From an optimization exercise on the open Yosys and OpenROAD flow, aimed at small area, a short achievable clock period and few clock cycles; shortcuts taken in it are not production practice. Function was checked by simulation only, so behaviour that the tests miss may differ from the original.

==> inputs of exp/lagoon <==
// ray_gen_sequencer
module ray_gen_sequencer
#(
  parameter  int DATA_W    = 32,
  parameter  int SCALE     = 16,
  parameter  int RF_ADDR_W = 5,
  parameter  int IP_W      = 6,
  parameter  int INSN_W    = rgu_pkg::insnWidth(RF_ADDR_W),
  localparam int HOST_AW   = rgu_pkg::maxInt(IP_W, RF_ADDR_W),
  localparam int HOST_DW   = rgu_pkg::maxInt(DATA_W, INSN_W)
) (
  input  logic               iClock,
  input  logic               iReset_n,
  input  logic               iStart,
  output logic               oBusy,
  output logic               oDone,
  input  logic               iFifoFull,
  output logic               oFifoPush,
  output logic [DATA_W-1:0]  oFifoData,
  input  logic               iHostSelect,
  input  logic               iHostWrite,
  input  logic               iHostInsn,
  input  logic [HOST_AW-1:0] iHostAddr,
  input  logic [HOST_DW-1:0] iHostData,
  output logic [HOST_DW-1:0] oHostData
);
  localparam int HALF_W   = DATA_W / 2;
  localparam int STOP_POS = rgu_pkg::stopPos(RF_ADDR_W);
  localparam int OP_LSB   = rgu_pkg::opLsb(RF_ADDR_W);
  localparam int DST_LSB  = rgu_pkg::dstLsb(RF_ADDR_W);
  localparam int SRCA_LSB = rgu_pkg::srcALsb(RF_ADDR_W);
  ...
Settings: LEC_CHECK=0, CAP_MARGIN=20, CORE_MARGIN=2, CORE_UTILIZATION=30, SLEW_MARGIN=20; clock period 12.0 ns.
run.sh (not shown) runs the stock make flow with config.mk's settings and CLKGATE_MAP_FILE= SYNTH_SCRIPT=/design/flow/synth_recipe.tcl, a recipe that flattens the netlist after the stock synthesis.
==> inputs of exp/raven, as changes to exp/lagoon <==
--- a/flow/design.v
+++ b/flow/design.v
@@ -42,21 +42,24 @@
   parameter int IPC    = 3
 ) (
   input  logic                iClock,
   input  logic                iReset_n,
   input  logic                iLoad,
   input  logic [DATA_W-1:0]   iRadicand,
   output logic                oIter,
+  output logic                oLast,
   output logic                oReady,
   output logic [DATA_W/2-1:0] oRoot
 );
   localparam int HALF_W = DATA_W / 2;
   localparam int NCYC   = (HALF_W - L0) / IPC;    
   localparam int CNT_W  = $clog2(NCYC + 1);
-  logic [DATA_W-1:0] radReg, ldRad, itRad;
+  localparam int RAD_W  = DATA_W - 2 * L0;         
+  logic [DATA_W-1:0] ldRad;
+  logic [RAD_W-1:0]  radReg, itRad;
   logic [HALF_W+1:0] remReg, ldRem, itRem;
   logic [HALF_W-1:0] rootReg, ldRoot, itRoot;
   logic [CNT_W-1:0]  cnt;
   logic              iter, ready;
   always_comb begin
     logic [HALF_W+1:0] sh, tr;
     ldRad  = iRadicand;
@@ -77,17 +80,17 @@
   end
   always_comb begin
     logic [HALF_W+1:0] sh, tr;
     itRad  = radReg;
     itRem  = remReg;
     itRoot = rootReg;
     for (int i = 0; i < IPC; i++) begin
-      sh    = {itRem[HALF_W-1:0], itRad[DATA_W-1 -: 2]};
+      sh    = {itRem[HALF_W-1:0], itRad[RAD_W-1 -: 2]};
       tr    = {itRoot, 2'b01};
-      itRad = {itRad[DATA_W-3:0], 2'b00};
+      itRad = {itRad[RAD_W-3:0], 2'b00};
       if (sh >= tr) begin
         itRem  = sh - tr;
         itRoot = {itRoot[HALF_W-2:0], 1'b1};
       end else begin
         itRem  = sh;
         itRoot = {itRoot[HALF_W-2:0], 1'b0};
       end
@@ -107,25 +110,21 @@
       if (cnt == '0) begin
         iter  <= 1'b0;
         ready <= 1'b1;
       end
     end
   end
   always_ff @(posedge iClock) begin
-    if (iLoad) begin
-      radReg  <= ldRad;
-      remReg  <= ldRem;
-      rootReg <= ldRoot;
-    end else if (iter) begin
-      radReg  <= itRad;
-      remReg  <= itRem;
-      rootReg <= itRoot;
-    end
+    radReg <= iLoad ? ldRad[DATA_W-1 -: RAD_W] : itRad;
+    remReg <= iLoad ? ldRem : itRem;
+    if (iLoad)     rootReg <= ldRoot;
+    else if (iter) rootReg <= itRoot;
   end
   assign oIter  = iter;
+  assign oLast  = iter && (cnt == '0);
   assign oReady = ready;
   assign oRoot  = rootReg;
 endmodule
 module ray_gen_sequencer
 #(
   parameter  int DATA_W    = 32,
   parameter  int SCALE     = 16,
@@ -180,65 +179,86 @@
                  (opR == rgu_pkg::OP_ADD) || (opR == rgu_pkg::OP_HALF);
   assign usesBR = (opR == rgu_pkg::OP_MUL) || (opR == rgu_pkg::OP_SUB) ||
                   (opR == rgu_pkg::OP_ADD);
   assign usesAR = wrR || sqrtR || pushR;
   logic              v1, mul1, sqrt1, push1, alu1, sub1, half1;
   logic [RA-1:0]     dst1;
   logic [DATA_W-1:0] opA1, opB1, aluRes1;
-  logic signed [DATA_W+HALF_W:0] pLo1;
+  logic [DATA_W+HALF_W-1:0] pLo1;
   logic              v2;
   logic [RA-1:0]     dst2;
   logic [DATA_W-1:0] a2, c2, res2;
-  logic [HALF_W-1:0] bh2;
-  logic              sqLoad, sqIter, sqReady, uPend, hPend, sqWr, xfer;
+  logic [HALF_W:0]   bh2;
+  logic              sqLoad, sqIter, sqLast, sqReady, uPend, hPend, sqWr, xfer;
   logic [RA-1:0]     uDst, hDst;
   logic [HALF_W-1:0] sqRoot, hRoot;
   rgu_isqrt #(.DATA_W(DATA_W)) uIsqrt (
     .iClock    (iClock),
     .iReset_n  (iReset_n),
     .iLoad     (sqLoad),
     .iRadicand (opA1),
     .oIter     (sqIter),
+    .oLast     (sqLast),
     .oReady    (sqReady),
     .oRoot     (sqRoot)
   );
   logic stall1, stallR, issue, hzA1, hzSq, hzUnit, hzHold;
   logic cancelU, cancelH, cancelLd;
   logic readA1, readB1, readAU, readBU;
   assign readA1 = usesAR && (saR == dst1);
   assign readB1 = usesBR && (sbR == dst1);
   assign readAU = usesAR && (saR == uDst);
   assign readBU = usesBR && (sbR == uDst);
   assign stall1 = v1 && push1 && iFifoFull;
   assign hzA1   = v1 && (mul1 || sqrt1) && (readA1 || readB1);
   assign hzSq   = uPend && sqIter && (readAU || readBU);
-  assign hzUnit = sqrtR && ((v1 && sqrt1) || (uPend && !xfer));
+  assign hzUnit = sqrtR && ((v1 && sqrt1) || (uPend && !xfer && !(sqLast && !hPend)));
   assign hzHold = uPend && sqReady && hPend && v2;
   assign stallR = stall1 || hzA1 || hzSq || hzUnit || hzHold;
   assign issue  = vR && !stallR;
   assign cancelU  = issue && (wrR || sqrtR) && (dstR == uDst);
   assign cancelH  = issue && (wrR || sqrtR) && (dstR == hDst);
   assign cancelLd = issue && (wrR || sqrtR) && (dstR == dst1);
   assign sqLoad = v1 && sqrt1;
   assign sqWr   = hPend && !v2;
   assign xfer   = uPend && sqReady && (!hPend || sqWr);
-  logic [RA-1:0]     rfAddrA;
-  logic [IP_W-1:0]   imAddr;
   logic [DATA_W-1:0] rfA, rfB, opA, opB;
-  logic [INSN_W-1:0] imRd;
-  assign rfAddrA = busy ? saR : iHostAddr[RA-1:0];
-  assign imAddr  = busy ? ip  : iHostAddr[IP_W-1:0];
-  assign rfA     = rf[rfAddrA];
-  assign rfB     = rf[sbR];
-  assign imRd    = imem[imAddr];
+  logic [INSN_W-1:0] imE, imO, w0, w1;
+  logic [2**RF_ADDR_W-1:0] selA, selB;
+  logic [2**(IP_W-1)-1:0]  selE, selO;
+  logic [IP_W-1:0]         ipNext1;
   always_comb begin
-    oHostData = '0;
-    if (iHostInsn) oHostData[INSN_W-1:0] = imRd;
-    else           oHostData[DATA_W-1:0] = rfA;
+    for (int i = 0; i < 2**RF_ADDR_W; i++) begin
+      selA[i] = busy ? (saR == RA'(i))
+                     : (!iHostInsn && (iHostAddr[RA-1:0] == RA'(i)));
+      selB[i] = (sbR == RA'(i));
+    end
+    ipNext1 = ip + 1'b1;
+    for (int j = 0; j < 2**(IP_W-1); j++) begin
+      selE[j] = busy ? (ipNext1[IP_W-1:1] == (IP_W-1)'(j))
+                     : (iHostInsn && !iHostAddr[0] && (iHostAddr[IP_W-1:1] == (IP_W-1)'(j)));
+      selO[j] = busy ? (ip[IP_W-1:1] == (IP_W-1)'(j))
+                     : (iHostInsn && iHostAddr[0] && (iHostAddr[IP_W-1:1] == (IP_W-1)'(j)));
+    end
+    rfA  = '0;
+    rfB  = '0;
+    imE  = '0;
+    imO  = '0;
+    for (int i = 0; i < 2**RF_ADDR_W; i++) begin
+      rfA = rfA | (rf[i] & {DATA_W{selA[i]}});
+      rfB = rfB | (rf[i] & {DATA_W{selB[i]}});
+    end
+    for (int j = 0; j < 2**(IP_W-1); j++) begin
+      imE = imE | (imem[2*j]   & {INSN_W{selE[j]}});
+      imO = imO | (imem[2*j+1] & {INSN_W{selO[j]}});
+    end
   end
+  assign oHostData = HOST_DW'(rfA) | HOST_DW'(imE) | HOST_DW'(imO);
+  assign w0 = ip[0] ? imO : imE;
+  assign w1 = ip[0] ? imE : imO;
   logic f1A, f1B, f2A, f2B, fsA, fsB;
   assign f1A = v1 && alu1 && (saR == dst1);
   assign f1B = v1 && alu1 && (sbR == dst1);
   assign f2A = v2 && (saR == dst2);
   assign f2B = v2 && (sbR == dst2);
   logic fuA, fuB;
   assign fsA = hPend && (saR == hDst);
@@ -258,18 +278,49 @@
     if (f2B && !f1B) opB = res2;
   end
   always_comb begin
     if (half1)     aluRes1 = {opA1[DATA_W-1], opA1[DATA_W-1:1]};
     else if (sub1) aluRes1 = opA1 - opB1;
     else           aluRes1 = opA1 + opB1;
   end
-  assign pLo1 = $signed(opA1) * $signed({1'b0, opB1[HALF_W-1:0]});
-  assign res2 = DATA_W'($signed(a2) * $signed(bh2)) + c2;
+  always_comb begin
+    logic [HALF_W:0]          bb;
+    logic [DATA_W:0]          m;
+    logic                     neg, one, two;
+    bb   = {opB1[HALF_W-1:0], 1'b0};
+    pLo1 = '0;
+    for (int i = 0; i < HALF_W/2; i++) begin
+      neg  = bb[2*i+2];
+      one  = bb[2*i+1] ^ bb[2*i];
+      two  = (bb[2*i+2] & ~bb[2*i+1] & ~bb[2*i]) | (~bb[2*i+2] & bb[2*i+1] & bb[2*i]);
+      m    = one ? {opA1[DATA_W-1], opA1} : (two ? {opA1, 1'b0} : '0);
+      m    = m ^ {(DATA_W+1){neg}};
+      pLo1 = pLo1 + ((DATA_W+HALF_W)'($signed(m)) << (2*i))
+                  + ((DATA_W+HALF_W)'(neg) << (2*i));
+    end
+  end
+  always_comb begin
+    logic [DATA_W-1:0] m;
+    logic              neg, one, two;
+    res2 = c2;
+    for (int i = 0; i < HALF_W/2; i++) begin
+      neg  = bh2[2*i+2];
+      one  = bh2[2*i+1] ^ bh2[2*i];
+      two  = (bh2[2*i+2] & ~bh2[2*i+1] & ~bh2[2*i]) | (~bh2[2*i+2] & bh2[2*i+1] & bh2[2*i]);
+      m    = one ? a2 : (two ? {a2[DATA_W-2:0], 1'b0} : '0);
+      m    = m ^ {DATA_W{neg}};
+      res2 = res2 + (m << (2*i)) + (DATA_W'(neg) << (2*i));
+    end
+  end
   logic vRn, v1n, v2n, uPendN, hPendN, doneNext;
-  assign vRn     = startNow || (vR && !(issue && lastR));
+  logic nop0, skip0, endAt0;
+  assign nop0   = (w0[OP_LSB +: 3] == rgu_pkg::OP_NOP) || (w0[OP_LSB +: 3] == rgu_pkg::OP_RSVD);
+  assign endAt0 = nop0 && (w0[STOP_POS] || (ip == '1));
+  assign skip0  = nop0 && !endAt0;
+  assign vRn     = startNow || (vR && !(issue && (lastR || endAt0)));
   assign v1n     = issue || stall1;
   assign v2n     = v1 && !stall1 && (alu1 || mul1);
   assign uPendN  = sqLoad ? !cancelLd : (uPend && !cancelU && !xfer);
   assign hPendN  = xfer ? !cancelU : (hPend && !cancelH && !sqWr);
   assign doneNext = busy && !(vRn || v1n || v2n || uPendN || hPendN);
   always_ff @(posedge iClock or negedge iReset_n) begin
     if (!iReset_n) begin
@@ -286,39 +337,39 @@
       oDone  <= doneNext;
       vR     <= vRn;
       v1     <= v1n;
       v2     <= v2n;
       uPend  <= uPendN;
       hPend  <= hPendN;
       if (startNow)                ip <= IP_W'(1);
-      else if (issue && !lastR)    ip <= ip + 1'b1;
+      else if (issue && !lastR)    ip <= skip0 ? ip + 2'd2 : ip + 1'b1;
     end
   end
   always_ff @(posedge iClock) begin
     if (startNow)
       insnR <= (hostWe && iHostInsn && (iHostAddr[IP_W-1:0] == '0))
                ? iHostData[INSN_W-1:0] : imem[0];
     else if (issue && !lastR)
-      insnR <= imRd;
+      insnR <= skip0 ? w1 : w0;
     if (!stall1) begin
       opA1  <= opA;
-      opB1  <= opB;
-      dst1  <= dstR;
       mul1  <= mulR;
       sqrt1 <= sqrtR;
       push1 <= pushR;
       alu1  <= (opR == rgu_pkg::OP_SUB) || (opR == rgu_pkg::OP_ADD) ||
                (opR == rgu_pkg::OP_HALF);
-      sub1  <= (opR == rgu_pkg::OP_SUB);
-      half1 <= (opR == rgu_pkg::OP_HALF);
     end
+    opB1  <= opB;
+    dst1  <= dstR;
+    sub1  <= (opR == rgu_pkg::OP_SUB);
+    half1 <= (opR == rgu_pkg::OP_HALF);
     dst2 <= dst1;
-    a2   <= mul1 ? opA1 : '0;
-    bh2  <= opB1[DATA_W-1 -: HALF_W];
-    c2   <= mul1 ? DATA_W'(pLo1 >>> SCALE) : aluRes1;
+    a2   <= opA1;
+    bh2  <= mul1 ? opB1[DATA_W-1 -: HALF_W+1] : '0;
+    c2   <= mul1 ? pLo1[SCALE +: DATA_W] : aluRes1;
     if (sqLoad) uDst <= dst1;
     if (xfer) begin
       hDst  <= uDst;
       hRoot <= sqRoot;
     end
   end
   logic              rfWe;
ABC_AREA = 1   (was default)
CORE_UTILIZATION = 50   (was 30)
CTS_CLUSTER_DIAMETER = 60   (was default)
CTS_CLUSTER_SIZE = 25   (was default)
SETUP_SLACK_MARGIN = 4.35   (was default)
==> inputs of exp/cedar, as changes to exp/lagoon <==
--- a/flow/design.v
+++ b/flow/design.v
@@ -42,14 +42,15 @@
   parameter int IPC    = 3
 ) (
   input  logic                iClock,
   input  logic                iReset_n,
   input  logic                iLoad,
   input  logic [DATA_W-1:0]   iRadicand,
   output logic                oIter,
+  output logic                oLast,
   output logic                oReady,
   output logic [DATA_W/2-1:0] oRoot
 );
   localparam int HALF_W = DATA_W / 2;
   localparam int NCYC   = (HALF_W - L0) / IPC;    
   localparam int CNT_W  = $clog2(NCYC + 1);
   logic [DATA_W-1:0] radReg, ldRad, itRad;
@@ -118,14 +119,15 @@
     end else if (iter) begin
       radReg  <= itRad;
       remReg  <= itRem;
       rootReg <= itRoot;
     end
   end
   assign oIter  = iter;
+  assign oLast  = iter && (cnt == '0);
   assign oReady = ready;
   assign oRoot  = rootReg;
 endmodule
 module ray_gen_sequencer
 #(
   parameter  int DATA_W    = 32,
   parameter  int SCALE     = 16,
@@ -185,37 +187,38 @@
   logic [RA-1:0]     dst1;
   logic [DATA_W-1:0] opA1, opB1, aluRes1;
   logic signed [DATA_W+HALF_W:0] pLo1;
   logic              v2;
   logic [RA-1:0]     dst2;
   logic [DATA_W-1:0] a2, c2, res2;
   logic [HALF_W-1:0] bh2;
-  logic              sqLoad, sqIter, sqReady, uPend, hPend, sqWr, xfer;
+  logic              sqLoad, sqIter, sqLast, sqReady, uPend, hPend, sqWr, xfer;
   logic [RA-1:0]     uDst, hDst;
   logic [HALF_W-1:0] sqRoot, hRoot;
   rgu_isqrt #(.DATA_W(DATA_W)) uIsqrt (
     .iClock    (iClock),
     .iReset_n  (iReset_n),
     .iLoad     (sqLoad),
     .iRadicand (opA1),
     .oIter     (sqIter),
+    .oLast     (sqLast),
     .oReady    (sqReady),
     .oRoot     (sqRoot)
   );
   logic stall1, stallR, issue, hzA1, hzSq, hzUnit, hzHold;
   logic cancelU, cancelH, cancelLd;
   logic readA1, readB1, readAU, readBU;
   assign readA1 = usesAR && (saR == dst1);
   assign readB1 = usesBR && (sbR == dst1);
   assign readAU = usesAR && (saR == uDst);
   assign readBU = usesBR && (sbR == uDst);
   assign stall1 = v1 && push1 && iFifoFull;
   assign hzA1   = v1 && (mul1 || sqrt1) && (readA1 || readB1);
   assign hzSq   = uPend && sqIter && (readAU || readBU);
-  assign hzUnit = sqrtR && ((v1 && sqrt1) || (uPend && !xfer));
+  assign hzUnit = sqrtR && ((v1 && sqrt1) || (uPend && !xfer && !(sqLast && !hPend)));
   assign hzHold = uPend && sqReady && hPend && v2;
   assign stallR = stall1 || hzA1 || hzSq || hzUnit || hzHold;
   assign issue  = vR && !stallR;
   assign cancelU  = issue && (wrR || sqrtR) && (dstR == uDst);
   assign cancelH  = issue && (wrR || sqrtR) && (dstR == hDst);
   assign cancelLd = issue && (wrR || sqrtR) && (dstR == dst1);
   assign sqLoad = v1 && sqrt1;
@@ -223,17 +226,25 @@
   assign xfer   = uPend && sqReady && (!hPend || sqWr);
   logic [RA-1:0]     rfAddrA;
   logic [IP_W-1:0]   imAddr;
   logic [DATA_W-1:0] rfA, rfB, opA, opB;
   logic [INSN_W-1:0] imRd;
   assign rfAddrA = busy ? saR : iHostAddr[RA-1:0];
   assign imAddr  = busy ? ip  : iHostAddr[IP_W-1:0];
-  assign rfA     = rf[rfAddrA];
-  assign rfB     = rf[sbR];
-  assign imRd    = imem[imAddr];
+  always_comb begin
+    rfA  = '0;
+    rfB  = '0;
+    imRd = '0;
+    for (int i = 0; i < 2**RF_ADDR_W; i++) begin
+      rfA = rfA | (rf[i] & {DATA_W{rfAddrA == RA'(i)}});
+      rfB = rfB | (rf[i] & {DATA_W{sbR == RA'(i)}});
+    end
+    for (int i = 0; i < 2**IP_W; i++)
+      imRd = imRd | (imem[i] & {INSN_W{imAddr == IP_W'(i)}});
+  end
   always_comb begin
     oHostData = '0;
     if (iHostInsn) oHostData[INSN_W-1:0] = imRd;
     else           oHostData[DATA_W-1:0] = rfA;
   end
   logic f1A, f1B, f2A, f2B, fsA, fsB;
   assign f1A = v1 && alu1 && (saR == dst1);
SETUP_SLACK_MARGIN = 4.5   (was default)
==> comparison table <==
| metric | exp/raven | exp/lagoon | exp/cedar |
|---|---|---|---|
| Status | timing/DRC/antenna clean | timing/DRC/antenna clean | timing/DRC/antenna clean |
| Synthesized area per cell | 10.3 um^2 | 14.3 um^2 | 12.9 um^2 |
| Setup slack of the most critical reg-to-reg path | 4.59 ns | 2.64 ns | 4.59 ns |
| Layout cell share with drive strength beyond 1 | 0.128 | 0.175 | 0.175 |
| TritonCTS buffer count | 185 | 235 | 249 |
| Number of flops mapped to enable cells by yosys | 2337 | 2416 | 2416 |
| Layout sequential cell count | 2520 | 2524 | 2519 |
| Smallest setup slack after layout | 4.14 ns | 1.68 ns | 4.02 ns |
| Library cell contributing the largest single delay on the critical path | sky130_fd_sc_hd__a221oi_2 | sky130_fd_sc_hd__clkdlybuf4s50_1 | sky130_fd_sc_hd__or4_4 |
| Inverters | 1613 | 969 | 955 |
| Clock insertion delay at the later pin of the skew report | 0.94 ns | 0.94 ns | 1.02 ns |
| Starting DRT DRC Count | 19.0k | 9170 | 22.5k |
| Vias/cell | 6.52 | 5.27 | 6.18 |
| Count of state elements after synthesis | 2520 | 2524 | 2519 |
Testbench counts of exp/lagoon, summed over its fixed seeds: cycles 13,896.
Testbench counts of exp/raven, summed over its fixed seeds: cycles 13,488.
Testbench counts of exp/cedar, summed over its fixed seeds: cycles 13,688.

## port drivers added, routing unchanged
How much do the figures lean on ideal ports? The routed layouts below were timed once more, with nothing changed but the port constraints. Step 1 assumes that a clkbuf_16 drives the clock port and a buf_2 every other input. Step 2 adds t to the input delays and takes it off the output delays; t is the mean of the earliest and latest rising clock arrival at the registers after step 1. Input paths then give back, and output paths get back, about the clock's delay inside the block. Three values: no drivers, after step 1, after step 2; two values: the first two.
run	shift t [ns]	setup slack, ns	worst slew at a driven data input, ns
exp/lagoon	1.006	1.679 / 1.580 / 1.580	0.24
exp/raven	1.004	4.142 / 3.887 / 3.887	0.30
exp/cedar	1.062	4.020 / 3.791 / 3.791	0.34
After both steps setup and hold are still met in every run listed. For exp/raven, which loses most, drivers alone change the setup slack by -0.255 ns; drivers and shift together by -0.255 ns.
